Source: an optimization exercise on an open RTL-to-GDS flow (aim: small area, a short achievable clock period and few clock cycles per item). Production flows keep margins and buffers that such runs may drop. Where RTL was checked, it was by simulation tests only, not by an equivalence proof against the original. No functional check of the RTL was part of runs 1 and 2. Power is estimated from default activity; no workload was simulated.

### flow/run.sh
#!/bin/bash
# synth_recipe.tcl (not shown) runs the flow's synth.tcl, then flattens the netlist and writes it again
# the make line also repeats each setting of config.mk as NAME=value (left out here)
make -C /OpenROAD-flow-scripts/flow DESIGN_CONFIG=/design/flow/config.mk WORK_HOME=/design/flow/orfs CLKGATE_MAP_FILE= SYNTH_SCRIPT=/design/flow/synth_recipe.tcl finish
### flow/config.mk
export PLATFORM = sky130hd
export DESIGN_NAME = teleop_drive_and_gimbal_command_unit
export DESIGN_NICKNAME = teleop_drive_and_gimbal_command_unit
export VERILOG_FILES = /design/flow/design.v
export SDC_FILE = /design/flow/constraint.sdc
export NUM_CORES = 4
export LEC_CHECK = 0
export ABC_AREA = 1
export CAP_MARGIN = 20
export CORE_MARGIN = 2
export CORE_UTILIZATION = 55
export PLACE_DENSITY = 0.72
export SETUP_SLACK_MARGIN = 3.0
export SLEW_MARGIN = 20
### flow/constraint.sdc
create_clock -name core_clock -period 8.0 [get_ports {i_clk}]
set_input_delay 1.6000 -clock core_clock [delete_from_list [all_inputs] [get_ports {i_clk}]]
set_output_delay 1.6000 -clock core_clock [all_outputs]
set_load 0.01 [all_outputs]
### flow/design.v
package tdgc_pkg;
    localparam logic [6:0]  RST_SPIN_THRESHOLD    = 7'd80;
    localparam logic [15:0] RST_PAN_POS_LIMIT     = 16'd28000;
    localparam logic [15:0] RST_PAN_NEG_LIMIT     = 16'd28000;
    localparam logic [15:0] RST_TILT_TOP_LIMIT    = 16'd18000;
    localparam logic [15:0] RST_TILT_BOTTOM_LIMIT = 16'd18000;
    localparam logic [7:0]  RST_PAN_MAX_RATE8     = 8'd255;    
    localparam logic [7:0]  RST_TILT_MAX_RATE8    = 8'd255;    
    localparam logic [13:0] RST_FS_DIV            = 14'd3937;
    localparam logic [6:0]  RST_FS_MOD            = 7'd1;
    localparam logic [15:0] RST_FS_DIV3           = 16'd11811;
    localparam logic [7:0]  SPIN_SPEED = 8'd90;
endpackage
module tdgc_ctrl
(
    input  logic        i_clk,
    input  logic        i_rst_n,
    input  logic        i_cfg_we,
    input  logic [2:0]  i_cfg_idx,
    input  logic [19:0] i_cfg_data,
    output logic        o_busy,
    output logic [6:0]  o_spin_thr,
    output logic [13:0] o_fs_div,      
    output logic [6:0]  o_fs_mod,      
    output logic [15:0] o_fs_div3,     
    output logic [15:0] o_pan_pos_lim,
    output logic [15:0] o_pan_neg_lim,
    output logic [15:0] o_tilt_top_lim,
    output logic [15:0] o_tilt_bot_lim,
    output logic [7:0]  o_pan_rate8,
    output logic [7:0]  o_tilt_rate8
);
    logic [2:0]  r_div_cnt;
    logic [8:0]  w_rem4;
    logic [1:0]  w_digit;
    logic [7:0]  w_rate8;
    assign w_rate8 = (|i_cfg_data[15:11]) ? 8'hFF : i_cfg_data[10:3];
    always_ff @(posedge i_clk) begin
        if (!i_rst_n) begin
            o_spin_thr     <= tdgc_pkg::RST_SPIN_THRESHOLD;
            o_pan_pos_lim  <= tdgc_pkg::RST_PAN_POS_LIMIT;
            o_pan_neg_lim  <= tdgc_pkg::RST_PAN_NEG_LIMIT;
            o_tilt_top_lim <= tdgc_pkg::RST_TILT_TOP_LIMIT;
            o_tilt_bot_lim <= tdgc_pkg::RST_TILT_BOTTOM_LIMIT;
            o_pan_rate8    <= tdgc_pkg::RST_PAN_MAX_RATE8;
            o_tilt_rate8   <= tdgc_pkg::RST_TILT_MAX_RATE8;
        end else if (i_cfg_we) begin
            case (i_cfg_idx)
                3'd0: o_spin_thr     <= i_cfg_data[6:0];
                3'd2: o_pan_pos_lim  <= i_cfg_data[15:0];
                3'd3: o_pan_neg_lim  <= i_cfg_data[15:0];
                3'd4: o_tilt_top_lim <= i_cfg_data[15:0];
                3'd5: o_tilt_bot_lim <= i_cfg_data[15:0];
                3'd6: o_pan_rate8    <= w_rate8;
                3'd7: o_tilt_rate8   <= w_rate8;
                default: begin
                end
            endcase
        end
    end
    assign w_rem4  = {o_fs_mod, o_fs_div[13:12]};
    assign w_digit = (w_rem4 >= 9'd381) ? 2'd3 :
                     (w_rem4 >= 9'd254) ? 2'd2 :
                     (w_rem4 >= 9'd127) ? 2'd1 : 2'd0;
    always_ff @(posedge i_clk) begin
        if (!i_rst_n) begin
            o_fs_div  <= tdgc_pkg::RST_FS_DIV;
            o_fs_div3 <= tdgc_pkg::RST_FS_DIV3;
            o_fs_mod  <= tdgc_pkg::RST_FS_MOD;
            r_div_cnt <= 3'd0;
        end else if (i_cfg_we && i_cfg_idx == 3'd1) begin
            o_fs_div  <= i_cfg_data[13:0];
            o_fs_div3 <= 16'd0;
            o_fs_mod  <= {1'b0, i_cfg_data[19:14]};
            r_div_cnt <= 3'd7;
        end else if (r_div_cnt != 3'd0) begin
            o_fs_mod  <= 7'(w_rem4[6:0] + {5'd0, w_digit});
            o_fs_div  <= {o_fs_div[11:0], w_digit};
            o_fs_div3 <= {o_fs_div3[13:0], 2'b00} + {12'd0, w_digit, 2'b00} - {14'd0, w_digit};
            r_div_cnt <= r_div_cnt - 3'd1;
        end
    end
    assign o_busy = r_div_cnt[2] | (r_div_cnt[1] & r_div_cnt[0]);
endmodule
module tdgc_dp
(
    input  logic [7:0]  i_g,          
    input  logic [17:0] i_pos,        
    input  logic [15:0] i_lim_p,
    input  logic [15:0] i_lim_n,
    input  logic [7:0]  i_rate8,      
    output logic [17:0] o_pos,
    output logic [7:0]  o_rate8,      
    output logic        o_hit,
    output logic        o_fault
);
    logic        w_above;
    logic        w_below;
    logic [9:0]  w_lo;
    logic [6:0]  w_hi_up;
    logic [6:0]  w_hi_dn;
    logic [6:0]  w_hi;
    logic [7:0]  w_abs;
    assign w_above = ~i_pos[17] & (i_pos[16:0] > {1'b0, i_lim_p});
    assign w_below = i_pos[17] & (~i_pos[16:0] >= {1'b0, i_lim_n});
    assign o_hit   = (w_above & ~i_g[7] & (|i_g[6:0])) | (w_below & i_g[7]);
    assign w_lo    = {2'b00, i_pos[10:3]} + {{2{i_g[7]}}, i_g};
    assign w_hi_up = i_pos[17:11] + 7'd1;
    assign w_hi_dn = i_pos[17:11] - 7'd1;
    assign w_hi    = w_lo[9] ? w_hi_dn : (w_lo[8] ? w_hi_up : i_pos[17:11]);
    always_comb begin
        if (o_hit) begin
            o_pos = i_pos;
        end else begin
            o_pos = {w_hi, w_lo[7:0], i_pos[2:0]};
        end
    end
    assign w_abs   = i_g[7] ? 8'(8'd0 - i_g) : i_g;
    assign o_fault = ~o_hit & (w_abs > i_rate8);
    assign o_rate8 = (o_hit | o_fault) ? 8'd0 : w_abs;
endmodule
module teleop_drive_and_gimbal_command_unit
(
    input  logic        i_clk,
    input  logic        i_rst_n,
    input  logic [39:0] s_axis_tdata,
    input  logic        s_axis_tvalid,
    output logic        s_axis_tready,
    output logic [87:0] m_axis_tdata,
    output logic        m_axis_tvalid,
    input  logic        m_axis_tready,
    input  logic        i_cfg_we,
    input  logic [2:0]  i_cfg_idx,
    input  logic [19:0] i_cfg_data
);
    logic        w_cfg_busy;
    logic [6:0]  w_spin_thr;
    logic [13:0] w_fs_div;
    logic [6:0]  w_fs_mod;
    logic [15:0] w_fs_div3;
    logic [15:0] w_pan_pos_lim;
    logic [15:0] w_pan_neg_lim;
    logic [15:0] w_tilt_top_lim;
    logic [15:0] w_tilt_bot_lim;
    logic [7:0]  w_cfg_pan_rate8;
    logic [7:0]  w_cfg_tilt_rate8;
    tdgc_ctrl u_cfg (
        .i_clk          (i_clk),
        .i_rst_n        (i_rst_n),
        .i_cfg_we       (i_cfg_we),
        .i_cfg_idx      (i_cfg_idx),
        .i_cfg_data     (i_cfg_data),
        .o_busy         (w_cfg_busy),
        .o_spin_thr     (w_spin_thr),
        .o_fs_div       (w_fs_div),
        .o_fs_mod       (w_fs_mod),
        .o_fs_div3      (w_fs_div3),
        .o_pan_pos_lim  (w_pan_pos_lim),
        .o_pan_neg_lim  (w_pan_neg_lim),
        .o_tilt_top_lim (w_tilt_top_lim),
        .o_tilt_bot_lim (w_tilt_bot_lim),
        .o_pan_rate8    (w_cfg_pan_rate8),
        .o_tilt_rate8   (w_cfg_tilt_rate8)
    );
    logic r_v1, r_v2, r_v3, r_v4;
    logic r_out_valid;
    logic w_adv;
    logic w_accept;
    assign w_adv         = ~r_out_valid | m_axis_tready;
    assign s_axis_tready = w_adv & ~w_cfg_busy;
    assign w_accept      = s_axis_tvalid & s_axis_tready;
    logic signed [7:0] w_turn;
    logic [7:0]        w_thr;
    logic              w_spin_r;
    logic              w_spin_l;
    logic [7:0]        w_mag;
    logic [1:0]        w_fwd;
    logic [8:0]        w_m1;
    logic [10:0]       w_m3;
    logic [45:0]       w_dec;
    assign w_turn   = $signed(s_axis_tdata[7:0]);
    assign w_thr    = {1'b0, w_spin_thr};
    assign w_spin_r = w_turn > $signed(w_thr);
    assign w_spin_l = w_turn < $signed(8'd0 - w_thr);
    always_comb begin
        if (w_spin_r) begin
            w_fwd = 2'b10;
            w_mag = tdgc_pkg::SPIN_SPEED;
        end else if (w_spin_l) begin
            w_fwd = 2'b01;
            w_mag = tdgc_pkg::SPIN_SPEED;
        end else begin
            w_fwd = {2{~s_axis_tdata[15]}};
            w_mag = s_axis_tdata[15] ? 8'(8'd0 - s_axis_tdata[15:8]) : s_axis_tdata[15:8];
        end
    end
    assign w_m1  = {1'b0, s_axis_tdata[39:32]} + 9'd1;
    assign w_m3  = {2'b00, s_axis_tdata[39:32], 1'b0} + {3'b000, s_axis_tdata[39:32]} + 11'd3;
    assign w_dec = {w_fwd, w_mag, w_m1, w_m3, s_axis_tdata[23:16], s_axis_tdata[31:24]};
    logic [1:0]  r_fwd1, r_fwd2, r_fwd3, r_fwd4;
    logic [7:0]  r_pan1, r_pan2, r_pan3, r_pan4;
    logic [7:0]  r_tilt1, r_tilt2, r_tilt3, r_tilt4;
    logic [7:0]  r_mag1;
    logic [8:0]  r_m1_1;
    logic [10:0] r_m3_1;
    logic [15:0] r_x2;
    logic [15:0] r_x3;
    logic [21:0] r_w3;
    logic [29:0] r_pa4_s;
    logic [29:0] r_pa4_c;
    logic [1:0]  r_c4;
    logic [15:0] w_x;
    logic [29:0] w_pa_s;
    logic [29:0] w_pa_c;
    logic [29:0] w_prow [11];
    logic [29:0] w_csa1 [8];
    logic [29:0] w_csa2 [6];
    logic [29:0] w_csa3 [4];
    logic [29:0] w_csa4 [3];
    logic [21:0] w_w;
    logic [15:0] w_xrow [4];
    logic [8:0]  w_wd;
    logic [1:0]  w_wc;
    logic [29:0] w_sum;
    logic [27:0] w_duty;
    always_comb begin
        for (int i = 0; i < 4; i++) begin
            case (r_mag1[2*i +: 2])
                2'd0:    w_xrow[i] = '0;
                2'd1:    w_xrow[i] = {7'd0, r_m1_1} << (2 * i);
                2'd2:    w_xrow[i] = {6'd0, r_m1_1, 1'b0} << (2 * i);
                default: w_xrow[i] = {5'd0, r_m3_1} << (2 * i);
            endcase
        end
    end
    assign w_x     = w_xrow[0] + w_xrow[1] + w_xrow[2] + w_xrow[3];
    function automatic logic [59:0] f_csa(input logic [29:0] a, input logic [29:0] b,
                                          input logic [29:0] c);
        f_csa = {a ^ b ^ c, ((a & b) | (a & c) | (b & c)) << 1};
    endfunction
    always_comb begin
        for (int i = 0; i < 8; i++) begin
            case (r_x3[2*i +: 2])
                2'd0:    w_prow[i] = '0;
                2'd1:    w_prow[i] = {16'd0, w_fs_div} << (2 * i);
                2'd2:    w_prow[i] = {15'd0, w_fs_div, 1'b0} << (2 * i);
                default: w_prow[i] = {14'd0, w_fs_div3} << (2 * i);
            endcase
        end
        w_prow[8]  = {15'd0, r_w3[21], r_w3[20:14], r_w3[20:14]};
        w_prow[9]  = {23'd0, r_w3[13:7]};
        w_prow[10] = {22'd0, r_w3[21], 6'd0, r_w3[21]};
        {w_csa1[0], w_csa1[1]} = f_csa(w_prow[0], w_prow[1], w_prow[2]);
        {w_csa1[2], w_csa1[3]} = f_csa(w_prow[3], w_prow[4], w_prow[5]);
        {w_csa1[4], w_csa1[5]} = f_csa(w_prow[6], w_prow[7], w_prow[8]);
        w_csa1[6] = w_prow[9];
        w_csa1[7] = w_prow[10];
        {w_csa2[0], w_csa2[1]} = f_csa(w_csa1[0], w_csa1[1], w_csa1[2]);
        {w_csa2[2], w_csa2[3]} = f_csa(w_csa1[3], w_csa1[4], w_csa1[5]);
        w_csa2[4] = w_csa1[6];
        w_csa2[5] = w_csa1[7];
        {w_csa3[0], w_csa3[1]} = f_csa(w_csa2[0], w_csa2[1], w_csa2[2]);
        {w_csa3[2], w_csa3[3]} = f_csa(w_csa2[3], w_csa2[4], w_csa2[5]);
        {w_csa4[0], w_csa4[1]} = f_csa(w_csa3[0], w_csa3[1], w_csa3[2]);
        w_csa4[2] = w_csa3[3];
        {w_pa_s, w_pa_c} = f_csa(w_csa4[0], w_csa4[1], w_csa4[2]);
    end
    assign w_w     = {6'd0, r_x2} * {15'd0, w_fs_mod};
    assign w_wd    = {2'b00, r_w3[6:0]} + {2'b00, r_w3[13:7]} + {2'b00, r_w3[20:14]} +
                     {8'd0, r_w3[21]};
    assign w_wc    = (w_wd >= 9'd381) ? 2'd3 : (w_wd >= 9'd254) ? 2'd2 :
                     (w_wd >= 9'd127) ? 2'd1 : 2'd0;
    assign w_sum   = r_pa4_s + r_pa4_c + {28'd0, r_c4};
    assign w_duty  = (|w_sum[29:28]) ? 28'hFFFFFFF : w_sum[27:0];
    always_ff @(posedge i_clk) begin
        if (!i_rst_n) begin
            r_v1        <= 1'b0;
            r_v2        <= 1'b0;
            r_v3        <= 1'b0;
            r_v4        <= 1'b0;
            r_out_valid <= 1'b0;
        end else begin
            if (w_adv) begin
                r_v1        <= w_accept;
                r_v2        <= r_v1;
                r_v3        <= r_v2;
                r_v4        <= r_v3;
                r_out_valid <= r_v4;
            end
        end
    end
    always_ff @(posedge i_clk) begin
        if (w_adv) begin
            {r_fwd1, r_mag1, r_m1_1, r_m3_1, r_pan1, r_tilt1} <= w_dec;
            r_x2    <= w_x;
            r_fwd2  <= r_fwd1;
            r_pan2  <= r_pan1;
            r_tilt2 <= r_tilt1;
            r_x3    <= r_x2;
            r_w3    <= w_w;
            r_fwd3  <= r_fwd2;
            r_pan3  <= r_pan2;
            r_tilt3 <= r_tilt2;
            r_pa4_s <= w_pa_s;
            r_pa4_c <= w_pa_c;
            r_c4    <= w_wc;
            r_fwd4  <= r_fwd3;
            r_pan4  <= r_pan3;
            r_tilt4 <= r_tilt3;
        end
    end
    logic [17:0] r_pan_pos;
    logic [17:0] r_tilt_pos;
    logic [17:0] w_pan_pos;
    logic [17:0] w_tilt_pos;
    logic [7:0]  w_pan_rate8;
    logic [7:0]  w_tilt_rate8;
    logic        w_pan_hit, w_tilt_hit, w_pan_fault, w_tilt_fault;
    tdgc_dp u_pan (
        .i_g     (r_pan4),
        .i_pos   (r_pan_pos),
        .i_lim_p (w_pan_pos_lim),
        .i_lim_n (w_pan_neg_lim),
        .i_rate8 (w_cfg_pan_rate8),
        .o_pos   (w_pan_pos),
        .o_rate8 (w_pan_rate8),
        .o_hit   (w_pan_hit),
        .o_fault (w_pan_fault)
    );
    tdgc_dp u_tilt (
        .i_g     (r_tilt4),
        .i_pos   (r_tilt_pos),
        .i_lim_p (w_tilt_top_lim),
        .i_lim_n (w_tilt_bot_lim),
        .i_rate8 (w_cfg_tilt_rate8),
        .o_pos   (w_tilt_pos),
        .o_rate8 (w_tilt_rate8),
        .o_hit   (w_tilt_hit),
        .o_fault (w_tilt_fault)
    );
    always_ff @(posedge i_clk) begin
        if (!i_rst_n) begin
            r_pan_pos  <= '0;
            r_tilt_pos <= '0;
        end else if (w_adv & r_v4) begin
            r_pan_pos  <= w_pan_pos;
            r_tilt_pos <= w_tilt_pos;
        end
    end
    logic [1:0]  r_o_fwd;
    logic [27:0] r_o_duty;
    logic [1:0]  r_o_pos;
    logic [7:0]  r_o_pan_rate8;
    logic [7:0]  r_o_tilt_rate8;
    logic [1:0]  r_o_hit;
    logic [1:0]  r_o_fault;
    always_ff @(posedge i_clk) begin
        if (w_adv) begin
            r_o_fwd        <= r_fwd4;
            r_o_duty       <= w_duty;
            r_o_pos        <= {~r_tilt4[7], ~r_pan4[7]};
            r_o_pan_rate8  <= w_pan_rate8;
            r_o_tilt_rate8 <= w_tilt_rate8;
            r_o_hit        <= {w_tilt_hit, w_pan_hit};
            r_o_fault      <= {w_tilt_fault, w_pan_fault};
        end
    end
    assign m_axis_tvalid = r_out_valid;
    assign m_axis_tdata  = {2'b00, r_o_fault, r_o_hit,
                            r_o_tilt_rate8, 3'b000, r_o_pan_rate8, 3'b000,
                            r_o_pos, r_o_duty, r_o_duty, r_o_fwd};
endmodule
==> metrics.md, run 1 <==
| Metric | Value |
|---|---|
| Crit. End Element | register |
| Part of the Yosys area used for sequential elements | between 30% and 40% |
| Root buffer cell | clkbuf_16 |
| Final cell count without fillers | around 4800 |
| Final setup viols | 0 |
| Die height | 248 microns |
| Post-place setup slack | slightly above 3 ns |
| Worst reg2reg path startpoint | u_cfg.o_fs_div[13]$_SDFFE_PN0P_ |
| Core area | just under 60000 sq um |
| Worst path bufs/invs | 4 |
| Number of max-cap violations | 0 |
| Tot GR Track Use | 27.2% |
| Filler instances | between 5000 and 6000 |
| Crit-path slowest cell | dfxtp_1 |
| Post-synthesis async set-or-reset flop share | 0% |
| Placed Cells | about 4700 |
| Initial antenna violation count | 4 |
| Ys Warns | 9 |
| Antenna cells | 0 |
| Power share of the combinational group | just over 60% |
| Avg WL per Cell | around 18 microns |
| Clk pwr share | approximately an eighth |
| Crit start category | register |
| Crit path kind | register to register |
| P_leak | approximately 18 nW |
| Ranking of synthesized cells by area | edfxtp_1, ha_1, fa_1 |
| Hold Path Origin | r_pan3[3]$_DFFE_PN_ |
| Library cells used by synthesis | 53 |
| RSZ-0062 raised after global routing | no |
| Seq pwr share | roughly 25% |
| NumNets Final | approximately 4500 |
| Register Area | ~11000 sq um |
| Final period util | between 50% and 60% |
| Iteration-0 DRC Markers | approximately 2300 |
| Worst-path cell chain | inv_1 > a21oi_1 > o21ai_0 > fa_1 > fa_1 > inv_1 > fa_1 > inv_1 > fa_1 > inv_1 > ha_1 |
| Peak Freq | ~210 MHz |
| Die width | 248 microns |
| Multi-input gate area | ~18000 sq um |
| Synthesized area | ~33000 sq um |
| EDFF count, synth | 264 |
| Drt drc | 0 |
| Final TNS setup | 0 ns |
| Fraction of layout cells with a size suffix above 1 | between 3 and 4% |
| Final Routed Wirelength | 84800 microns |
| Largest net degree at the start of global routing | between 150 and 200 |
| Ports | approximately 160 |
| # clock sinks | about 430 |
| Final Hold Violating Endpoints | 0 |
| Number of routed nets with antenna violations | 0 |
| Arrival time worst endpoint | roughly 5.1 ns |
| Port Buffers | 149 |
| Critical path required time | about 8.4 ns |
| Post-synthesis area per instance | around 8.5 sq um |
| Most numerous cell in the Yosys netlist | inv_1 |
| Post-synthesis register bit count | 426 |
| Hold-fix buffers at CTS | 0 |
| Drt pass-1 iters | 6 |
| Die ar. | approximately 62000 sq um |
| Num CTS Buffers | 50 |
| Internal | 9.25 mW |
| Initial Utilization | 55.7% |
| Grt ovf | 0 |
| Post-synth top area share | 24.1% |
| H-tree depth | 2 |
| Vias per inst | between 5 and 6 |
| Clock latency on the worst-skew pair | approximately 0.61 ns |
| Clk_skew | approximately 0.014 ns |
| Family with the most delay on the worst path | adder cells |
| Top_reg_cell synth | edfxtp_1 |
| CP max FO | 16 |
| Count of pins over their slew limit | 0 |
| Rows | 89 |
| CTS tree | built |
| Area leader, netlist | edfxtp_1 |
| R2r worst-path depth | 11 |
| Rel. slew slack | between 20 and 30% |
| Vias in the first global route | between 20000 and 30000 |
| Hold Path End | r_pan4[3]$_DFFE_PN_ |
| Fin worst setup slack | roughly 3.2 ns |
| Sw Ratio | about 47% |
| Reg clk slew, reported paths | around 0.060 ns |
| Result of the run | finished clean |
| Switch Pwr | a little over 8 mW |
| WHS Path Cells | 0 |
| Worst IR Drop VDD | slightly above 0.0004 V |
| CTS max path bufs | 3 |
| R2R setup slack | about 3.2 ns |
| Syn-to-layout area delta | 10.6% |
| Period minus WS final | roughly 4.8 ns |
| Least-Margin Pin Slew | 1.05 ns |
| Synth Instances | roughly 3900 |
| First-pass GRT wire length | between 100000 and 150000 microns |
| Crit-path max cell delay | around 0.94 ns |
| Reg2Reg Capture Point | r_pa4_s[14]$_DFFE_PN_ |
| Cell Pwr Density | just under 500 nW/um^2 |
| Synth cell count leaders | inv_1, nand2_1, ha_1 |
| Vias | between 20000 and 30000 |
| DP HPWL | about 63000 microns |
| Gpl congestion | 0.980 |
| Worst Hold Class | register to register |
==> layout by cell type, fill, tap and decap left out, types with 5 or more instances in the layout <==
master,synthesis,final
nor4_1,5,5
o211ai_1,46,46
dfxtp_2,0,6
a211oi_1,7,7
nor3_1,23,23
edfxtp_1,264,264
or2_2,5,5
nor2_1,268,267
nand2_2,19,19
o21ai_0,195,195
nand2_1,680,680
clkbuf_16,0,50
fa_1,187,187
clkinv_2,0,9
dfxtp_1,162,156
nand3_1,111,111
buf_4,36,11
a21oi_1,287,287
clkbuf_1,91,6
ha_1,326,326
clkdlybuf4s50_1,0,148
o21bai_1,7,7
a221oi_1,56,56
a21o_1,7,7
o22ai_1,45,45
clkinv_1,5,17
nand4_1,25,25
nand3b_1,5,5
o221ai_1,50,50
bufinv_16,0,5
inv_1,779,778
conb_1,1,8
o21ai_1,5,5
xor2_1,81,81
a31oi_1,11,11
xnor2_1,43,43
o2111ai_1,6,6
==> cell type report <==
| type | count | area share, % |
|---|---|---|
| multi-input combinational | 2537 | 49.7 |
| tap | 773 | 2.66 |
| clock buffer | 56 | 3.50 |
| timing repair buffer | 160 | 4.35 |
| sequential | 426 | 30.7 |
| inverter | 786 | 8.12 |
| clock inverter | 37 | 0.973 |
==> worst max-delay path by stage <==
stage | start | to | slack (ns) | cells past startpoint
finish | u_cfg.o_fs_div[13]$_SDFFE_PN0P_ | r_pa4_s[14]$_DFFE_PN_ | 3.24 | 11
global placement | u_cfg.o_fs_mod[6]$_SDFFE_PP0N_ | r_w3[17]$_DFFE_PN_ | 3.21 | 16
global route | r_x2[9]$_DFFE_PN_ | r_w3[21]$_DFFE_PN_ | 3.06 | 18
CTS | u_cfg.o_fs_mod[5]$_SDFFE_PN0P_ | r_w3[17]$_DFFE_PN_ | 3.10 | 16
detailed placement | u_cfg.o_fs_mod[5]$_SDFFE_PN0P_ | r_w3[17]$_DFFE_PN_ | 3.10 | 16
floorplan | m_axis_tready | r_c4[0]$_SDFFCE_PP1N_ | 1.86 | 2
==> state kept, by name (all words and copies together) (netlist names), 10 cells and up <==
name	count
r_w3	22
r_pa4_c	28
r_x3	16
u_cfg.o_fs_div3	16
r_m3_1	10
r_pa4_s	30
u_cfg.o_pan_neg_lim	16
r_tilt_pos	15
u_cfg.o_pan_pos_lim	16
r_x2	16
r_pan_pos	15
u_cfg.o_tilt_top_lim	16
u_cfg.o_fs_div	14
r_o_duty	28
u_cfg.o_tilt_bot_lim	16
==> power groups by stage <==
stage	clock network (mW)	registers (mW)	logic, mW
6_report	2.29	4.33	10.9
5_1_grt	2.41	4.39	12.7
4_1_cts	2.33	4.30	10.9
3_5_place_dp	0	4.34	10.8
3_3_place_gp	0	4.34	10.4
2_1_floorplan	0	3.94	8.07
==> layer usage <==
layer | wire (microns) | up-vias | part of all wire, % | global-route usage (%)
li1 | - | 12900 | - | -
met1 | 36200 | 12400 | 43 | 35.9
met2 | 39300 | 1004 | 46 | 44.9
met3 | 6080 | 241 | 7.2 | 4.66
met4 | 3110 | 8 | 3.7 | 9.97
met5 | 50 | - | 0.059 | 0
==> stage by stage <==
step | total power, mW | utilization, % | instance area (sq um) | hold slack [ns]
4_1_cts | 17.6 | 61.6 | 36400 | 0.413
5_1_grt | 19.5 | 61.6 | 36400 | 0.412
3_3_place_gp | 14.8 | 58.9 | 34700 | 0.402
2_1_floorplan | 12.0 | - | 32900 | 0.400
3_5_place_dp | 15.1 | 58.9 | 34700 | 0.405
6_report | 17.5 | 61.6 | 36400 | 0.411
==> kinds of logic after synthesis <==
family	count (synthesis)	share of synthesized area (%)
and+or+nand+nor	1155	14.4
AOI/OAI and AO/OA	737	13.4
other	1	0.0114
DFF	426	34.0
buffers and inverters	933	11.2
adders and majority gates	513	23.8
xor gates and xnor gates	124	3.30
==> what timing repair did <==
item                       in CTS  in global routing
resized for setup               0                  6
setup endpoints to repair       0                 10
buffers inserted                0                  0
==> inputs of run 2 (changes only) <==
--- a/flow/design.v
+++ b/flow/design.v
@@ -179,3 +179,4 @@
     logic [10:0]       w_m3;
-    logic [45:0]       w_dec;
+    logic [11:0]       w_m9;
+    logic [57:0]       w_dec;
     assign w_turn   = $signed(s_axis_tdata[7:0]);
@@ -198,3 +199,4 @@
     assign w_m3  = {2'b00, s_axis_tdata[39:32], 1'b0} + {3'b000, s_axis_tdata[39:32]} + 11'd3;
-    assign w_dec = {w_fwd, w_mag, w_m1, w_m3, s_axis_tdata[23:16], s_axis_tdata[31:24]};
+    assign w_m9  = {1'b0, s_axis_tdata[39:32], 3'b000} + {4'd0, s_axis_tdata[39:32]} + 12'd9;
+    assign w_dec = {w_fwd, w_mag, w_m1, w_m3, w_m9, s_axis_tdata[23:16], s_axis_tdata[31:24]};
     logic [1:0]  r_fwd1, r_fwd2, r_fwd3, r_fwd4;
@@ -205,2 +207,4 @@
     logic [10:0] r_m3_1;
+    logic [11:0] r_m9_1;
+    logic [16:0] r_x3_2;
     logic [15:0] r_x2;
@@ -221,2 +225,6 @@
     logic [15:0] w_xrow [4];
+    logic [16:0] w_x3row [4];
+    logic [16:0] w_x3;
+    logic [21:0] w_wrow [4];
+    logic [7:0]  w_mod8;
     logic [8:0]  w_wd;
@@ -236,2 +244,24 @@
     assign w_x     = w_xrow[0] + w_xrow[1] + w_xrow[2] + w_xrow[3];
+    always_comb begin
+        for (int i = 0; i < 4; i++) begin
+            case (r_mag1[2*i +: 2])
+                2'd0:    w_x3row[i] = '0;
+                2'd1:    w_x3row[i] = {6'd0, r_m3_1} << (2 * i);
+                2'd2:    w_x3row[i] = {5'd0, r_m3_1, 1'b0} << (2 * i);
+                default: w_x3row[i] = {5'd0, r_m9_1} << (2 * i);
+            endcase
+        end
+    end
+    assign w_x3    = w_x3row[0] + w_x3row[1] + w_x3row[2] + w_x3row[3];
+    assign w_mod8 = {1'b0, w_fs_mod};
+    always_comb begin
+        for (int i = 0; i < 4; i++) begin
+            case (w_mod8[2*i +: 2])
+                2'd0:    w_wrow[i] = '0;
+                2'd1:    w_wrow[i] = {6'd0, r_x2} << (2 * i);
+                2'd2:    w_wrow[i] = {5'd0, r_x2, 1'b0} << (2 * i);
+                default: w_wrow[i] = {5'd0, r_x3_2} << (2 * i);
+            endcase
+        end
+    end
     function automatic logic [59:0] f_csa(input logic [29:0] a, input logic [29:0] b,
@@ -267,3 +297,3 @@
     end
-    assign w_w     = {6'd0, r_x2} * {15'd0, w_fs_mod};
+    assign w_w     = w_wrow[0] + w_wrow[1] + w_wrow[2] + w_wrow[3];
     assign w_wd    = {2'b00, r_w3[6:0]} + {2'b00, r_w3[13:7]} + {2'b00, r_w3[20:14]} +
@@ -293,4 +323,5 @@
         if (w_adv) begin
-            {r_fwd1, r_mag1, r_m1_1, r_m3_1, r_pan1, r_tilt1} <= w_dec;
+            {r_fwd1, r_mag1, r_m1_1, r_m3_1, r_m9_1, r_pan1, r_tilt1} <= w_dec;
             r_x2    <= w_x;
+            r_x3_2  <= w_x3;
             r_fwd2  <= r_fwd1;
==> run 2 against run 1 <==
Compared with the run above: core utilization barely moved; synthesized area up 5.1%; clock power increased by 2%; flip-flop and latch count is 25 higher; largest cell class unchanged.
==> metrics.md, run 2 <==
| Metric | Value |
|---|---|
| Crit path depth | 15 (was 11) |
| Crit path kind | register to register (unchanged) |
| Die width | 255 microns (was 248 microns) |
| RSZ-0062 raised after global routing | no (unchanged) |
| Gpl congestion | 1.02 (was 0.980) |
| Count of pins over their slew limit | 0 (unchanged) |
| P_leak | 17.9 nW (was 18.1 nW) |
| CTS max path bufs | 3 (unchanged) |
| Result of the run | finished clean (unchanged) |
| Number of routed nets with antenna violations | 0 (unchanged) |
| Post-synthesis register bit count | 451 (was 426) |
| EDFF count, synth | 289 (was 264) |
| Top_reg_cell synth | edfxtp_1 (unchanged) |
| Seq pwr share | 24.6% (was 24.8%) |
| Worst Hold Class | register to register (unchanged) |
| Num CTS Buffers | 50 (unchanged) |
| First-pass GRT wire length | 150000 microns (was 136000 microns) |
| Period minus WS final | 4.58 ns (was 4.76 ns) |
| Number of max-cap violations | 0 (unchanged) |
| Most common cell after layout, fill and taps aside | inv_1 (unchanged) |
| Max FFs per register | 30 (unchanged) |
| NumNets Final | 4672 (was 4542) |
| Crit-path max cell delay | 0.56 ns (was 0.94 ns) |
| Syn-to-layout area delta | 10.5% (was 10.6%) |
| Die ar. | 64900 sq um (was 61700 sq um) |
| Setup repair bufs after CTS | 0 (unchanged) |
| Power Total | 18.4 mW (was 17.5 mW) |
| Final Routed Wirelength | 94300 microns (was 84800 microns) |
| DR WL met3 | 7000 microns (was 6080 microns) |
| Antenna cells | 0 (unchanged) |
| Least-Margin Pin Slew | 1.01 ns (was 1.05 ns) |
| Vias per inst | 5.75 (was 5.56) |
| Ports | 158 (unchanged) |
| R2R setup slack | 3.42 ns (was 3.24 ns) |
| Clock latency on the worst-skew pair | 0.65 ns (was 0.61 ns) |
| Core area | 61900 sq um (was 59000 sq um) |
| Worst-path cell chain | nand2_1 > inv_1 > nand2_1 > o221ai_1 > fa_1 > inv_1 > fa_1 > inv_1 > ha_1 > nand2_1 > o21ai_0 > a31oi_1 > o21ai_0 > a21oi_1 > xor2_1 (was inv_1 > a21oi_1 > o21ai_0 > fa_1 > fa_1 > inv_1 > fa_1 > inv_1 > fa_1 > inv_1 > ha_1) |
| DP HPWL | 71600 microns (was 63100 microns) |
| Most numerous cell in the Yosys netlist | inv_1 (unchanged) |
| Cell Pwr Density | 481 nW/um^2 (about the same) |
| PostCTS Resize Cnt | 0 (unchanged) |
| Peak Freq | 218 MHz (was 210 MHz) |
| Synth cell count leaders | inv_1, nand2_1, ha_1 (unchanged) |
| Post-synthesis area per instance | 8.60 sq um (was 8.45 sq um) |
| H-tree depth | 2 (unchanged) |
| Clk pwr share | 12.7% (was 13.1%) |
| Fraction of layout cells with a size suffix above 1 | 3.07% (was 3.35%) |
| Worst path bufs/invs | 3 (was 4) |
| Drt pass-1 iters | 7 (was 6) |
| Final Hold Violating Endpoints | 0 (unchanged) |
| Hold-fix buffers at CTS | 0 (unchanged) |
| Drt drc | 0 (unchanged) |
| Clk_skew | 0.0541 ns (was 0.0137 ns) |
| Biggest registers after layout | r_pa4_s x30, r_o_duty x28, r_pa4_c x28 (unchanged) |
| Worst reg2reg path startpoint | r_mag1[0]$_SDFFCE_PP0N_ (was u_cfg.o_fs_div[13]$_SDFFE_PN0P_) |
| Hold Path Origin | r_tilt1[7]$_DFFE_PN_ (was r_pan3[3]$_DFFE_PN_) |
| Sw Ratio | 46.8% (was 47.1%) |
| Family with the most delay on the worst path | adder cells (unchanged) |
| Library cells used by synthesis | 56 (was 53) |
| Tot GR Track Use | 29.3% (was 27.2%) |
| Final period util | 57.2% (was 59.4%) |
| Routed length on met1 | 39700 microns (was 36200 microns) |
| Reg2Reg Capture Point | r_x3_2[14]$_DFFE_PN_ (was r_pa4_s[14]$_DFFE_PN_) |
| R2r worst-path depth | 15 (was 11) |
| Final setup viols | 0 (unchanged) |
| Routed wl met2 | 43100 microns (was 39300 microns) |
| Area leader, netlist | edfxtp_1 (unchanged) |
| CP max FO | 13 (was 16) |
| Initial Utilization | 55.8% (was 55.7%) |
| Vias in the first global route | 28100 (was 25700) |
| Switch Pwr | 8.59 mW (was 8.24 mW) |
| Biggest register | r_pa4_s (unchanged) |
| Ys Warns | 11 (was 9) |
| Rel. slew slack | 33.0% (was 29.9%) |
| Vias | 28600 (was 26500) |
| Initial antenna violation count | 0 (was 4) |
| Top routing layer in use | met4 (was met5) |
| Reg clk slew, reported paths | 0.06 ns (about the same) |
| WHS Path Cells | 0 (unchanged) |
| Root buffer cell | clkbuf_16 (unchanged) |
| Ranking of synthesized cells by area | edfxtp_1, ha_1, dfxtp_1 (was edfxtp_1, ha_1, fa_1) |
| Worst IR Drop VDD | 0.000449 V (was 0.000404 V) |
| Crit. End Element | register (unchanged) |
| Hold Path End | r_tilt2[7]$_DFFE_PN_ (was r_pan4[3]$_DFFE_PN_) |
| Largest net degree at the start of global routing | 144 (was 156) |
| Die height | 255 microns (was 248 microns) |
| Rows | 91 (was 89) |
| # clock sinks | 451 (was 426) |
| Synth Instances | 4017 (was 3889) |
| Most frequent cells in the layout | inv_1, nand2_1, ha_1, a21oi_1, edfxtp_1 (was inv_1, nand2_1, ha_1, a21oi_1, nor2_1) |
| Power share of the combinational group | 62.7% (was 62.1%) |
| Part of the Yosys area used for sequential elements | 34.5% (was 34.0%) |
| Arrival time worst endpoint | 4.96 ns (was 5.11 ns) |
| Synthesized area | 34600 sq um (was 32900 sq um) |
| Internal | 9.78 mW (was 9.25 mW) |
| Critical path required time | 8.38 ns (was 8.36 ns) |
| Iteration-0 DRC Markers | 2663 (was 2302) |
| Post-synth top area share | 25.1% (was 24.1%) |
| Grt ovf | 0 (unchanged) |
| Crit-path slowest cell | fa_1 (was dfxtp_1) |
| Post-synthesis async set-or-reset flop share | 0% (unchanged) |
| CTS tree | built (unchanged) |
| Port Buffers | 149 (unchanged) |
| Crit start category | register (unchanged) |
| Final TNS setup | 0 ns (unchanged) |
| Avg WL per Cell | 19.0 microns (was 17.7 microns) |
-- run 2: cell count changes after synthesis, moves of 18 or more --
cell / before / now
clkinv_1: 5 / 23
o21ai_0: 195 / 229
nor2_1: 268 / 248
nand2_1: 680 / 600
ha_1: 326 / 348
fa_1: 187 / 162
nand3_1: 111 / 131
inv_1: 779 / 749
edfxtp_1: 264 / 289
a221oi_1: 56 / 74
o221ai_1: 50 / 111
-- run 2: cells by family after synthesis --
logic type / after synthesis / synth area share [%]
AND/OR/NAND/NOR: 1095 / 13.2
other: 1 / 0.0109
flip-flops: 451 / 34.5
buffers and inverters: 921 / 10.5
adder cells (fa/ha/maj): 510 / 22.0
AO/OA/AOI/OAI: 905 / 16.3
XOR/XNOR: 134 / 3.40
-- run 2: area by class of cell --
cell class	count	area (sq um)
clock buffers	64	1350
clock inverters	27	312
fillers	5487	23800
inverters	776	2920
multi-input cells	2652	19000
flip-flops and latches	451	11900
well taps	837	1050
repair buffers	163	1610
-- run 2: worst reg2reg max path, stage by stage, from the launching register on --
cell and delay [ns]:
edfxtp_1 0.50, nand2_1 0.49, inv_1 0.31, nand2_1 0.13, o221ai_1 0.15, fa_1 0.56, inv_1 0.05, fa_1 0.52
inv_1 0.04, ha_1 0.35, nand2_1 0.07, o21ai_0 0.36, a31oi_1 0.20, o21ai_0 0.30, a21oi_1 0.13, xor2_1 0.17
-- run 2: worst max-delay path by stage --
stage	start	endpoint	slack, ns
floorplan	m_axis_tready	r_c4[0]$_SDFFCE_PP1N_	1.48
global placement	m_axis_tready	s_axis_tready	3.47
detailed placement	m_axis_tready	s_axis_tready	3.45
CTS	m_axis_tready	s_axis_tready	3.45
global route	r_mag1[3]$_SDFFCE_PP1N_	r_x2[13]$_DFFE_PN_	3.18
finish	r_mag1[0]$_SDFFCE_PP0N_	r_x3_2[14]$_DFFE_PN_	3.42
-- run 2: metal layers --
layer | vias up | global-route usage [%]
li1 | 13700 | -
met1 | 13300 | 38.2
met2 | 1214 | 48.5
met3 | 328 | 4.34
met4 | 0 | 12.9
met5 | - | 0
-- run 2: power groups by stage --
stage / Combinational, mW / Sequential, mW / Clock [mW]
finish: 11.5 / 4.52 / 2.33
global route: 13.4 / 4.56 / 2.45
CTS: 11.6 / 4.48 / 2.38
detailed placement: 11.4 / 4.53 / 0
global placement: 11.1 / 4.53 / 0
floorplan: 8.42 / 4.19 / 0
-- run 2: per-stage QoR --
step	util (%)	cell area [sq um]	cells	worst slack [ns]	hold slack (ns)
CTS	61.6	38200	4970	3.45	0.413
global route	61.6	38200	4970	3.18	0.428
global placement	59.0	36500	4879	3.47	0.402
detailed placement	59.0	36500	4879	3.45	0.405
finish	61.6	38200	4970	3.42	0.416
floorplan	-	34600	4024	1.48	0.400
==> inputs of run 3 (changes only) <==
--- a/flow/design.v
+++ b/flow/design.v
@@ -214,3 +214,4 @@
     logic [29:0] r_pa4_c;
-    logic [1:0]  r_c4;
+    logic [7:0]  r_wl4;
+    logic [2:0]  r_c4;
     logic [15:0] w_x;
@@ -218,7 +219,6 @@
     logic [29:0] w_pa_c;
-    logic [29:0] w_prow [11];
-    logic [29:0] w_csa1 [8];
-    logic [29:0] w_csa2 [6];
-    logic [29:0] w_csa3 [4];
-    logic [29:0] w_csa4 [3];
+    logic [29:0] w_prow [9];
+    logic [29:0] w_csa1 [6];
+    logic [29:0] w_csa2 [4];
+    logic [29:0] w_csa3 [3];
     logic [21:0] w_w;
@@ -230,3 +230,3 @@
     logic [8:0]  w_wd;
-    logic [1:0]  w_wc;
+    logic [2:0]  w_wc;
     logic [29:0] w_sum;
@@ -280,4 +280,2 @@
         w_prow[8]  = {15'd0, r_w3[21], r_w3[20:14], r_w3[20:14]};
-        w_prow[9]  = {23'd0, r_w3[13:7]};
-        w_prow[10] = {22'd0, r_w3[21], 6'd0, r_w3[21]};
         {w_csa1[0], w_csa1[1]} = f_csa(w_prow[0], w_prow[1], w_prow[2]);
@@ -285,13 +283,7 @@
         {w_csa1[4], w_csa1[5]} = f_csa(w_prow[6], w_prow[7], w_prow[8]);
-        w_csa1[6] = w_prow[9];
-        w_csa1[7] = w_prow[10];
         {w_csa2[0], w_csa2[1]} = f_csa(w_csa1[0], w_csa1[1], w_csa1[2]);
         {w_csa2[2], w_csa2[3]} = f_csa(w_csa1[3], w_csa1[4], w_csa1[5]);
-        w_csa2[4] = w_csa1[6];
-        w_csa2[5] = w_csa1[7];
         {w_csa3[0], w_csa3[1]} = f_csa(w_csa2[0], w_csa2[1], w_csa2[2]);
-        {w_csa3[2], w_csa3[3]} = f_csa(w_csa2[3], w_csa2[4], w_csa2[5]);
-        {w_csa4[0], w_csa4[1]} = f_csa(w_csa3[0], w_csa3[1], w_csa3[2]);
-        w_csa4[2] = w_csa3[3];
-        {w_pa_s, w_pa_c} = f_csa(w_csa4[0], w_csa4[1], w_csa4[2]);
+        w_csa3[2] = w_csa2[3];
+        {w_pa_s, w_pa_c} = f_csa(w_csa3[0], w_csa3[1], w_csa3[2]);
     end
@@ -300,5 +292,6 @@
                      {8'd0, r_w3[21]};
-    assign w_wc    = (w_wd >= 9'd381) ? 2'd3 : (w_wd >= 9'd254) ? 2'd2 :
-                     (w_wd >= 9'd127) ? 2'd1 : 2'd0;
-    assign w_sum   = r_pa4_s + r_pa4_c + {28'd0, r_c4};
+    assign w_wc    = {2'b00, r_w3[21]} +
+                     ((w_wd >= 9'd381) ? 3'd3 : (w_wd >= 9'd254) ? 3'd2 :
+                      (w_wd >= 9'd127) ? 3'd1 : 3'd0);
+    assign w_sum   = r_pa4_s + r_pa4_c + {22'd0, r_wl4} + {27'd0, r_c4};
     assign w_duty  = (|w_sum[29:28]) ? 28'hFFFFFFF : w_sum[27:0];
@@ -336,2 +329,3 @@
             r_pa4_c <= w_pa_c;
+            r_wl4   <= {r_w3[21], r_w3[13:7]};
             r_c4    <= w_wc;
==> run 3 against run 2 <==
Compared with the run above: still clean; register-to-register slack got worse by 0.07 ns; maximum frequency decreased by 1.5%; die area down 0.17%; worst setup slack got worse by 0.069 ns; flip-flop and latch count is 9 higher; critical path depth increased by 2; global-route usage fell by 0.32 points; clock skew shrank 0.0077 ns; core utilization is 0.17 points higher; largest power group unchanged.
==> metrics.md, run 3 <==
| Metric | Value |
|---|---|
| Result of the run | finished clean (unchanged) |
| Crit path top cell by count | nand2_1 |
| Area leader, netlist | edfxtp_1 (unchanged) |
| Iteration-0 DRC Markers | 2715 (was 2663) |
| Crit. End Element | register (unchanged) |
| Clk_skew | 0.0464 ns (was 0.0541 ns) |
| Part of the Yosys area used for sequential elements | 35.3% (was 34.5%) |
| XOR/XNOR share of the synthesized area | 3.50% (was 3.40%) |
| Rel. slew slack | 32.4% (was 33.0%) |
| Reg2Reg Capture Point | r_w3[18]$_DFFE_PN_ (was r_x3_2[14]$_DFFE_PN_) |
| Ranking of synthesized cells by area | edfxtp_1, ha_1, fa_1 (was edfxtp_1, ha_1, dfxtp_1) |
| Num CTS Buffers | 51 (was 50) |
| Synth Area in Adders | 22.9% (was 22.0%) |
| Die height | 254 microns (was 255 microns) |
| Drt pass-1 iters | 6 (was 7) |
| PostCTS Resize Cnt | 0 (unchanged) |
| Initial antenna violation count | 0 (unchanged) |
| # clock sinks | 460 (was 451) |
| Final TNS setup | 0 ns (unchanged) |
| Final Routed Wirelength | 93500 microns (was 94300 microns) |
| NumNets Final | 4600 (was 4672) |
| Post-synthesis async set-or-reset flop share | 0% (unchanged) |
| Die width | 254 microns (was 255 microns) |
| Avg WL per Cell | 19.2 microns (was 19.0 microns) |
| Largest net degree at the start of global routing | 75 (was 144) |
| Reg clk slew, reported paths | 0.06 ns (about the same) |
| Die ar. | 64700 sq um (was 64900 sq um) |
| Grt ovf | 0 (unchanged) |
| Compound-Gate Fraction of Synth Area | 16.0% (was 16.3%) |
| CP startpoint | u_cfg.o_fs_mod[4]$_SDFFE_PN0P_ (was r_mag1[0]$_SDFFCE_PP0N_) |
| Top_reg_cell synth | edfxtp_1 (unchanged) |
| CTS max path bufs | 3 (unchanged) |
| Rows | 91 (unchanged) |
| Crit-path max cell delay | 0.79 ns (was 0.56 ns) |
| Count of pins over their slew limit | 0 (unchanged) |
| CTS tree | built (unchanged) |
| CP max FO | 12 (was 13) |
| Crit start category | register (unchanged) |
| Cell Pwr Density | 463 nW/um^2 (was 481 nW/um^2) |
| Largest family of logic cells by synthesized area | adder cells (unchanged) |
| Biggest register | r_pa4_s (unchanged) |
| Clock latency on the worst-skew pair | 0.64 ns (was 0.65 ns) |
| Post-synth top area share | 25.9% (was 25.1%) |
| Most numerous cell in the Yosys netlist | inv_1 (unchanged) |
| Synthesized area | 34500 sq um (was 34600 sq um) |
| Worst-path cell chain | inv_1 > nor2_1 > a221oi_1 > a21oi_1 > fa_1 > ha_1 > fa_1 > nand3_1 > nand2_1 > nand2_1 > nand3_1 > a21boi_0 > o21ai_0 > nand2_1 > nand2_1 > nand2_1 > nand2_1 (was nand2_1 > inv_1 > nand2_1 > o221ai_1 > fa_1 > inv_1 > fa_1 > inv_1 > ha_1 > nand2_1 > o21ai_0 > a31oi_1 > o21ai_0 > a21oi_1 > xor2_1) |
| Fraction of layout cells with a size suffix above 1 | 3.19% (was 3.07%) |
| R2R setup slack | 3.35 ns (was 3.42 ns) |
| Most frequent cells in the layout | inv_1, nand2_1, ha_1, a21oi_1, edfxtp_1 (unchanged) |
| Max FFs per register | 30 (unchanged) |
| Least-Margin Pin Slew | 1.01 ns (about the same) |
| Simple-gate share of the synthesized area | 12.7% (was 13.2%) |
| Tot GR Track Use | 28.9% (was 29.3%) |
| Vias in the first global route | 27300 (was 28100) |
| Critical path required time | 8.37 ns (was 8.38 ns) |
| Gpl congestion | 0.995 (was 1.02) |
| Most common cell after layout, fill and taps aside | inv_1 (unchanged) |
| Port Buffers | 149 (unchanged) |
| Initial Utilization | 55.8% (about the same) |
| Root buffer cell | clkbuf_16 (unchanged) |
| Crit path kind | register to register (unchanged) |
| Worst reg2reg path startpoint | u_cfg.o_fs_mod[4]$_SDFFE_PN0P_ (was r_mag1[0]$_SDFFCE_PP0N_) |
| RSZ-0062 raised after global routing | no (unchanged) |
| Final setup viols | 0 (unchanged) |
| P_leak | 17.9 nW (about the same) |
| Core area | 61800 sq um (was 61900 sq um) |
| DP HPWL | 71000 microns (was 71600 microns) |
| Post-synthesis area per instance | 8.80 sq um (was 8.60 sq um) |
| Vias per inst | 5.82 (was 5.75) |
| Peak Freq | 215 MHz (was 218 MHz) |
| Arrival time worst endpoint | 5.01 ns (was 4.96 ns) |
| Setup crit end | r_w3[18]$_DFFE_PN_ (was r_x3_2[14]$_DFFE_PN_) |
| Final period util | 58.1% (was 57.2%) |
| Vias | 28400 (was 28600) |
| Antenna cells | 0 (unchanged) |
| Synth cell count leaders | inv_1, nand2_1, ha_1 (unchanged) |
| Biggest registers after layout | r_pa4_s x30, r_o_duty x28, r_pa4_c x28 (unchanged) |
| Post-synthesis register bit count | 460 (was 451) |
| Number of max-cap violations | 0 (unchanged) |
| Ys Warns | 10 (was 11) |
| Number of routed nets with antenna violations | 0 (unchanged) |
| R2r worst-path depth | 17 (was 15) |
| Crit-path slowest cell | nor2_1 (was fa_1) |
| Drt drc | 0 (unchanged) |
| Worst Hold Class | register to register (unchanged) |
| Setup repair bufs after CTS | 0 (unchanged) |
| EDFF count, synth | 298 (was 289) |
| Mux contribution to synthesized area | 0% (unchanged) |
| Library cells used by synthesis | 51 (was 56) |
| Synth Instances | 3919 (was 4017) |
| Power Total | 17.7 mW (was 18.4 mW) |
| Period minus WS final | 4.65 ns (was 4.58 ns) |
| Hold-fix buffers at CTS | 0 (unchanged) |
| Worst IR Drop VDD | 0.000260 V (was 0.000449 V) |
| Ports | 158 (unchanged) |
| Final Hold Violating Endpoints | 0 (unchanged) |
| First-pass GRT wire length | 147000 microns (was 150000 microns) |
| Syn-to-layout area delta | 10.8% (was 10.5%) |
| H-tree depth | 2 (unchanged) |
| Finished Core Util | 61.8% (was 61.6%) |
run 3: cell types whose count changed after synthesis, sizes merged, moves of 7 or more:
cell    previous run  this run
buf               58        50
clkbuf            87        94
edfxtp           289       298
ha               348       372
inv              753       665
nand3b            22         5
nand4             29        22
nor2             260       267
nor3              31        24
o21ai            236       227
o21bai            16         8
xnor2             36        47
xor2              98        91
run 3: worst min path at each step:
stage | startpoint | to | cells past startpoint
detailed placement | r_pan3[5]$_DFFE_PN_ | r_pan4[5]$_DFFE_PN_ | 0
floorplan | r_fwd1[0]$_SDFFCE_PP0N_ | r_fwd2[0]$_DFFE_PN_ | 0
finish | r_tilt3[7]$_DFFE_PN_ | r_tilt4[7]$_DFFE_PN_ | 0
global route | r_tilt1[1]$_DFFE_PN_ | r_tilt2[1]$_DFFE_PN_ | 0
CTS | r_pan3[5]$_DFFE_PN_ | r_pan4[5]$_DFFE_PN_ | 0
global placement | r_fwd2[0]$_DFFE_PN_ | r_fwd3[0]$_DFFE_PN_ | 0
run 3: per-layer routing:
metal / track usage (%) / vias up / part of all wire [%]
li1: - / 13500 / -
met1: 37.8 / 13300 / 42
met2: 47.2 / 1250 / 46
met3: 4.59 / 297 / 7.4
met4: 13.8 / 0 / 5.0
met5: 0 / - / 0
run 3: worst max-delay path, delay by kind of cell (launching register included):
family          cells  cell delay, ns
simple gates        9            1.47
fa+ha+maj           3            1.27
compound gates      4            0.94
flops               1            0.53
buf+inv             1            0.18
run 3: cells by family (layout without fill, tap and decap cells):
kind of cell | count (synthesis) | in the layout
and+or+nand+nor | 1070 | 1070
DFF | 460 | 460
other | 1 | 8
AOI/OAI and AO/OA | 885 | 885
xor gates and xnor gates | 138 | 138
buffers and inverters | 830 | 944
adders and majority gates | 535 | 535
run 3: per-stage QoR:
step                cell area (sq um)  instances  worst slack [ns]  hold slack [ns]
CTS                             38200       4876              3.41            0.419
global placement                36500       4780              3.47            0.401
global route                    38200       4877              3.10            0.424
detailed placement              36500       4780              3.38            0.405
finish                          38200       4877              3.35            0.418
floorplan                       34500       3926              1.34            0.400
run 3: cell type report:
cell class	count	area, sq um
fillers	5399	23600
repair buffers	162	1590
inverters	686	2580
clock buffers	57	1300
well taps	837	1050
clock inverters	39	449
multi-input cells	2636	19100
flip-flops and latches	460	12200
run 3: report_power, final:
group / switching (mW) / internal (mW) / leakage, nW
clock: 1.04 / 1.39 / 0.836
sequential: 0.731 / 3.82 / 4.57
combinational: 6.48 / 4.24 / 12.5
Testbench counts of run 3, summed over its fixed seeds: cycles 2,440, items 2,400.
==> inputs of run 4 (changes only) <==
--- a/flow/config.mk
+++ b/flow/config.mk
@@ -12,3 +12,3 @@
 export PLACE_DENSITY = 0.72
-export SETUP_SLACK_MARGIN = 3.0
+export SETUP_SLACK_MARGIN = 4.5
 export SLEW_MARGIN = 20
==> run 4 against run 3 <==
Compared with the run above: still clean; critical path depth is the same; core utilization grew 8.3 points; flip-flop and latch count is the same; clock power increased by 5%; worst hold slack worse by 0.0029 ns; sequential share of layout area shrank 3.6 points; sequential power down 1%; final cell count increased by 6.5%; count of clock-buffer cells in the layout up 3; register-to-register slack improved by 0.96 ns; largest power group unchanged.
==> metrics.md, run 4 <==
| Metric | Value |
|---|---|
| Result of the run | finished clean (unchanged) |
| Final setup viols | 0 (unchanged) |
| Antenna cells | 0 (unchanged) |
| Num CTS Buffers | 51 (unchanged) |
| RSZ-0062 raised after global routing | yes (was no) |
| Clk_skew | 0.0422 ns (was 0.0464 ns) |
| Cell Pwr Density | 488 nW/um^2 (was 463 nW/um^2) |
| Root buffer cell | clkbuf_16 (unchanged) |
| Number of routed nets with antenna violations | 0 (unchanged) |
| CTS tree | built (unchanged) |
| Reg clk slew, reported paths | 0.07 ns (was 0.06 ns) |
| Worst-path cell chain | clkinvlp_4 > nand2_4 > buf_4 > o221ai_2 > fa_1 > inv_1 > fa_1 > inv_1 > ha_4 > a21oi_2 > nor2_1 > nor2_1 > nand3_2 > a21oi_2 > nor2_1 > nor2_1 > xor2_1 (was inv_1 > nor2_1 > a221oi_1 > a21oi_1 > fa_1 > ha_1 > fa_1 > nand3_1 > nand2_1 > nand2_1 > nand3_1 > a21boi_0 > o21ai_0 > nand2_1 > nand2_1 > nand2_1 > nand2_1) |
| CTS max path bufs | 3 (unchanged) |
| Post-synth top area share | 25.9% (unchanged) |
| Initial Utilization | 55.8% (unchanged) |
| Number of max-cap violations | 0 (unchanged) |
| CP startpoint | r_mag1[3]$_SDFFCE_PP1N_ (was u_cfg.o_fs_mod[4]$_SDFFE_PN0P_) |
| Final cell count without fillers | 5193 (was 4877) |
| Fraction of layout cells with a size suffix above 1 | 19.7% (was 3.19%) |
| Drt drc | 0 (unchanged) |
| DP HPWL | 70200 microns (was 71000 microns) |
| Synthesized area | 34500 sq um (unchanged) |
| Rel. slew slack | 27.0% (was 32.4%) |
| Crit start category | register (unchanged) |
| Hold Path Origin | r_pan3[5]$_DFFE_PN_ (was r_tilt3[7]$_DFFE_PN_) |
| Synth cell count leaders | inv_1, nand2_1, ha_1 (unchanged) |
| Most frequent cells in the layout | inv_1, nand2_1, ha_1, edfxtp_1 (was inv_1, nand2_1, ha_1, a21oi_1, edfxtp_1) |
| Synth Instances | 3919 (unchanged) |
| Post-synthesis async set-or-reset flop share | 0% (unchanged) |
| CP max FO | 4 (was 12) |
| Placed Cells | 4778 (was 4780) |
| Worst Hold Class | register to register (unchanged) |
| Crit. End Element | register (unchanged) |
| Period minus WS final | 3.68 ns (was 4.65 ns) |
| Critical path required time | 8.36 ns (was 8.37 ns) |
| Crit-path slowest cell | fa_1 (was nor2_1) |
| Final Routed Wirelength | 104000 microns (was 93500 microns) |
| Drt pass-1 iters | 6 (unchanged) |
| R2R setup slack | 4.32 ns (was 3.35 ns) |
| R2r worst-path depth | 17 (unchanged) |
| Library cells used by synthesis | 51 (unchanged) |
| Ys Warns | 10 (unchanged) |
| Area leader, netlist | edfxtp_1 (unchanged) |
| # clock sinks | 460 (unchanged) |
| Gpl congestion | 1.01 (was 0.995) |
| Peak Freq | 271 MHz (was 215 MHz) |
| WHS Path Cells | 0 (unchanged) |
| Final Hold Violating Endpoints | 0 (unchanged) |
| H-tree depth | 2 (unchanged) |
| Die height | 254 microns (unchanged) |
| Initial antenna violation count | 1 (was 0) |
| Part of the Yosys area used for sequential elements | 35.3% (unchanged) |
| Ports | 158 (unchanged) |
| Worst path bufs/invs | 4 (was 1) |
| Crit path kind | register to register (unchanged) |
| Post-synthesis area per instance | 8.80 sq um (unchanged) |
| Tot GR Track Use | 31.0% (was 28.9%) |
| NumNets Final | 4916 (was 4600) |
| Vias in the first global route | 29200 (was 27300) |
| Grt ovf | 0 (unchanged) |
| Largest net degree at the start of global routing | 114 (was 75) |
| Least-Margin Pin Slew | 1.09 ns (was 1.01 ns) |
| First-pass GRT wire length | 157000 microns (was 147000 microns) |
| Final period util | 46.1% (was 58.1%) |
| Hold-fix buffers at CTS | 0 (unchanged) |
| Vias | 30500 (was 28400) |
| Hold Path End | r_pan4[5]$_DFFE_PN_ (was r_tilt4[7]$_DFFE_PN_) |
| Count of pins over their slew limit | 0 (unchanged) |
| Die ar. | 64700 sq um (unchanged) |
| Top_reg_cell synth | edfxtp_1 (unchanged) |
| Crit path top cell by count | nor2_1 (was nand2_1) |
| Rows | 91 (unchanged) |
| Biggest register | r_pa4_s (unchanged) |
| Ranking of synthesized cells by area | edfxtp_1, ha_1, fa_1 (unchanged) |
| Worst IR Drop VDD | 0.000286 V (was 0.000260 V) |
| Biggest registers after layout | r_pa4_s x30, r_o_duty x28, r_pa4_c x28 (unchanged) |
| Iteration-0 DRC Markers | 3087 (was 2715) |
| Final TNS setup | 0 ns (unchanged) |
| Family with the most delay on the worst path | adder cells (was simple AND/OR/NAND/NOR gates) |
| Port Buffers | 149 (unchanged) |
| Post-synthesis register bit count | 460 (unchanged) |
| Vias per inst | 5.87 (was 5.82) |
| EDFF count, synth | 298 (unchanged) |
| Max FFs per register | 30 (unchanged) |
| Syn-to-layout area delta | 25.6% (was 10.8%) |
| Arrival time worst endpoint | 4.04 ns (was 5.01 ns) |
| Die width | 254 microns (unchanged) |
| Crit-path max cell delay | 0.55 ns (was 0.79 ns) |
| Clock latency on the worst-skew pair | 0.63 ns (was 0.64 ns) |
| P_leak | 19.8 nW (was 17.9 nW) |
| Filler instances | 4739 (was 5399) |
| Reg2Reg Capture Point | r_x2[15]$_DFFE_PN_ (was r_w3[18]$_DFFE_PN_) |
| Most common cell after layout, fill and taps aside | inv_1 (unchanged) |
| Most numerous cell in the Yosys netlist | inv_1 (unchanged) |
| Avg WL per Cell | 20.0 microns (was 19.2 microns) |
| Worst reg2reg path startpoint | r_mag1[3]$_SDFFCE_PP1N_ (was u_cfg.o_fs_mod[4]$_SDFFE_PN0P_) |
| Core area | 61800 sq um (unchanged) |
run 4: cell counts after synthesis:
Identical to the previous run, type by type.
run 4: cell families after synthesis:
group                      synth area share [%]
buffers and inverters                      9.52
and+or+nand+nor                            12.7
other                                    0.0109
xor gates and xnor gates                   3.50
adders and majority gates                  22.9
DFF                                        35.3
AOI/OAI and AO/OA                          16.0
run 4: final cells by class:
cell class                 instances  area (sq um)  area share [%]
inverter                         686          2830            6.53
tap                              837          1050            2.42
clock inverter                    36           492            1.14
timing repair buffer             472          4260            9.83
sequential                       460         12300            28.3
timing repair inverter             3          13.8          0.0318
multi-input combinational       2639         21100            48.7
clock buffer                      60          1330            3.07
run 4: layer usage:
| metal | wire length [microns] | track usage [%] | part of all wire, % |
|---|---|---|---|
| met4 | 6850 | 17.5 | 6.6 |
| met2 | 47500 | 50.5 | 46 |
| met3 | 8840 | 5.77 | 8.5 |
| met1 | 40400 | 38.9 | 39 |
| met5 | 13 | 0 | 0.013 |
run 4: metrics by stage:
| stage | total power [mW] | util (%) | setup WS [ns] | cell area, sq um | hold WS [ns] |
|---|---|---|---|---|---|
| finish | 21.1 | 70.1 | 4.32 | 43300 | 0.415 |
| global route | 22.9 | 70.1 | 4.21 | 43300 | 0.426 |
| CTS | 19.2 | 66.3 | 4.34 | 41000 | 0.417 |
| detailed placement | 15.2 | 59.1 | 3.46 | 36500 | 0.405 |
| global placement | 15.0 | 59.1 | 3.47 | 36500 | 0.402 |
| floorplan | 12.2 | - | 1.34 | 34600 | 0.400 |
run 4: worst register-to-register path, cell delays in order (launching register included):
cell and delay, ns:
edfxtp_1 0.51, clkinvlp_4 0.25, nand2_4 0.14, buf_4 0.13
o221ai_2 0.11, fa_1 0.52, inv_1 0.06, fa_1 0.55
inv_1 0.07, ha_4 0.17, a21oi_2 0.16, nor2_1 0.06
nor2_1 0.14, nand3_2 0.12, a21oi_2 0.18, nor2_1 0.05
nor2_1 0.12, xor2_1 0.08
run 4: how the worst max path moves through the flow:
stage / end / slack [ns] / cells past startpoint
after global routing: r_w3[19]$_DFFE_PN_ / 4.21 / 16
final: r_x2[15]$_DFFE_PN_ / 4.32 / 17
after detailed placement: s_axis_tready / 3.46 / 4
after CTS: s_axis_tready / 4.34 / 4
after global placement: s_axis_tready / 3.47 / 4
after floorplan: r_c4[0]$_DFFE_PN_ / 1.34 / 2
run 4: what timing repair did:
| action | 4_1_cts | 5_1_grt |
|---|---|---|
| pin swaps | 54 | 171 |
| resized for setup | 284 | 337 |
| setup buffers | 192 | 121 |
| gates cloned | 5 | 1 |
| setup endpoints to repair | 134 | 102 |
run 4: power breakdown:
group,switching (mW),total (mW),internal (mW),leakage [nW]
logic,7.98,14.1,6.10,14.4
clock network,1.05,2.54,1.50,0.857
registers,0.658,4.50,3.85,4.58
total,9.68,21.1,11.4,19.8
==> inputs of run 5 (changes only) <==
--- a/flow/config.mk
+++ b/flow/config.mk
@@ -11,4 +11,6 @@
 export CORE_UTILIZATION = 55
+export CTS_BUF_LIST = sky130_fd_sc_hd__clkbuf_4 sky130_fd_sc_hd__clkbuf_8
+export CTS_CLUSTER_SIZE = 24
 export PLACE_DENSITY = 0.72
-export SETUP_SLACK_MARGIN = 4.5
+export SETUP_SLACK_MARGIN = 4.0
 export SLEW_MARGIN = 20
==> run 5 against run 4 <==
Compared with the run above: critical path type unchanged; sequential power barely moved; largest cell class unchanged; non-clock buffer count fell by 245; total power fell by 15%; die area did not move; global-route usage fell by 1.8 points; critical endpoint is now r_pa4_s[17]$_DFFE_PN_; highest routed layer is now met4; flip-flop and latch count did not move.
==> metrics.md, run 5 <==
| Metric | Value |
|---|---|
| Result of the run | finished clean (unchanged) |
| Tot GR Track Use | 29.2% (was 31.0%) |
| Count of pins over their slew limit | 0 (unchanged) |
| Final TNS setup | 0 ns (unchanged) |
| Number of routed nets with antenna violations | 0 (unchanged) |
| Biggest register | r_pa4_s (unchanged) |
| DP HPWL | 71000 microns (was 70200 microns) |
| Arrival time worst endpoint | 4.44 ns (was 4.04 ns) |
| Period minus WS final | 4.02 ns (was 3.68 ns) |
| # clock sinks | 460 (unchanged) |
| Syn-to-layout area delta | 13.2% (was 25.6%) |
| Grt ovf | 0 (unchanged) |
| Ports | 158 (unchanged) |
| Vias per inst | 5.79 (was 5.87) |
| Num CTS Buffers | 81 (was 51) |
| Final Hold Violating Endpoints | 0 (unchanged) |
| Most common cell after layout, fill and taps aside | inv_1 (unchanged) |
| Cell Pwr Density | 459 nW/um^2 (was 488 nW/um^2) |
| Reg clk slew, reported paths | 0.06 ns (was 0.07 ns) |
| Port Buffers | 149 (unchanged) |
| Vias in the first global route | 27500 (was 29200) |
| Post-synth top area share | 25.9% (unchanged) |
| Synth Instances | 3919 (unchanged) |
| Crit-path slowest cell | dfxtp_1 (was fa_1) |
| CP max FO | 10 (was 4) |
| Final setup viols | 0 (unchanged) |
| Crit path top cell by count | fa_1 (was nor2_1) |
| Placed Cells | 4780 (was 4778) |
| Drt pass-1 iters | 6 (unchanged) |
| Post-synthesis area per instance | 8.80 sq um (unchanged) |
| Crit. End Element | register (unchanged) |
| RSZ-0062 raised after global routing | yes (unchanged) |
| Hold WS | 0.413 ns (was 0.415 ns) |
| Synthesized area | 34500 sq um (unchanged) |
run 5: cell types whose count changed in the layout (fill, tap and decap cells not counted), sizes merged:
| cell | change |
|---|---|
| nand2 | -1 |
| buf | -246 |
| dlymetal6s2s | -6 |
| nor2 | -1 |
| inv | +25 |
| dlygate4sd2 | +1 |
| bufinv | -5 |
| clkdlybuf4s50 | +6 |
| diode | +1 |
| clkbuf | +48 |
| clkinv | +15 |
| clkinvlp | -32 |
run 5: worst paths after layout:
| kind | start | endpoint | slack (ns) | cells past startpoint |
|---|---|---|---|---|
| setup reg to reg | u_cfg.o_fs_div[6]$_SDFFE_PN1P_ | r_pa4_s[17]$_DFFE_PN_ | 3.98 | 8 |
| setup / recovery | u_cfg.o_fs_div[6]$_SDFFE_PN1P_ | r_pa4_s[17]$_DFFE_PN_ | 3.98 | 8 |
| hold / removal | r_pan3[1]$_DFFE_PN_ | r_pan4[1]$_DFFE_PN_ | 0.41 | 0 |
| hold reg to reg | r_pan3[1]$_DFFE_PN_ | r_pan4[1]$_DFFE_PN_ | 0.41 | 0 |
run 5: layer usage:
metal	GRT usage (%)	up-vias	part of all wire [%]
li1	-	13700	-
met2	47.5	1353	46
met5	0	-	0
met3	5.07	304	7.9
met4	14.2	0	4.8
met1	37.7	13500	41
run 5: cells by family (layout without fill, tap and decap cells):
group                    after synthesis  count (layout)  share of synthesized area [%]
flip-flops                           460             460                           35.3
XOR/XNOR                             138             138                           3.50
buffers and inverters                830            1063                           9.52
adder cells (fa/ha/maj)              535             535                           22.9
other                                  1               9                         0.0109
AND/OR/NAND/NOR                     1070            1071                           12.7
AO/OA/AOI/OAI                        885             885                           16.0
run 5: power breakdown:
group	internal, mW	total (mW)	switching [mW]
logic	4.42	11.0	6.62
registers	3.83	4.52	0.691
clock network	1.31	2.36	1.05
run 5: what timing repair did:
action / 4_1_cts / 5_1_grt
setup buffers: 5 / 60
endpoints found under the setup margin: 31 / 86
gates resized for setup: 40 / 58
gates cloned: 0 / 2
pin swaps: 0 / 5
run 5: cell type report:
type,instances,area [sq um],area share [%]
well taps,837,1050,2.68
repair buffers,227,2110,5.39
repair inverters,1,7.51,0.0192
flip-flops and latches,460,12200,31.3
multi-input cells,2637,19300,49.4
inverters,686,2640,6.75
clock buffers,108,1380,3.53
clock inverters,41,380,0.974
diodes,1,2.50,0.00641
run 5: worst max-delay path: cells and delay by family, from the launching register on:
kind,cells,cell delay (ns)
buf+inv,3,0.64
compound gates,1,0.43
flops,1,0.71
fa+ha+maj,4,1.97
run 5: per-stage QoR:
step | area [sq um] | utilization, %
after floorplan | 34500 | -
after global routing | 39100 | 63.2
after CTS | 38300 | 62.0
final | 39100 | 63.2
after detailed placement | 36500 | 59.0
after global placement | 36500 | 59.0

re-timing with driven ports:
How much do the figures lean on ideal ports? The routed layouts below were timed once more, with nothing changed but the port constraints.
Step 1: set_driving_cell puts a clkbuf_16 on i_clk and a buf_2 on each other input, an assumption about the parent block.
Step 2 also shifts input and output timing later by t, the mid clock arrival at the registers, as if the neighbouring blocks saw the same clock.
a / b / c = no drivers / after step 1 / after step 2; a / b = the first two.
| run | shift t [ns] | setup WS [ns] |
|---|---|---|
| run 1 | 0.666 | 3.245 / 3.245 / 3.245 |
| run 2 | 0.680 | 3.421 / 3.421 / 3.421 |
| run 3 | 0.681 | 3.353 / 3.353 / 3.287 |
| run 4 | 0.677 | 4.315 / 4.315 / 3.993 |
| run 5 | 0.740 | 3.982 / 3.982 / 3.833 |
After both steps setup and hold are still met in every run listed.
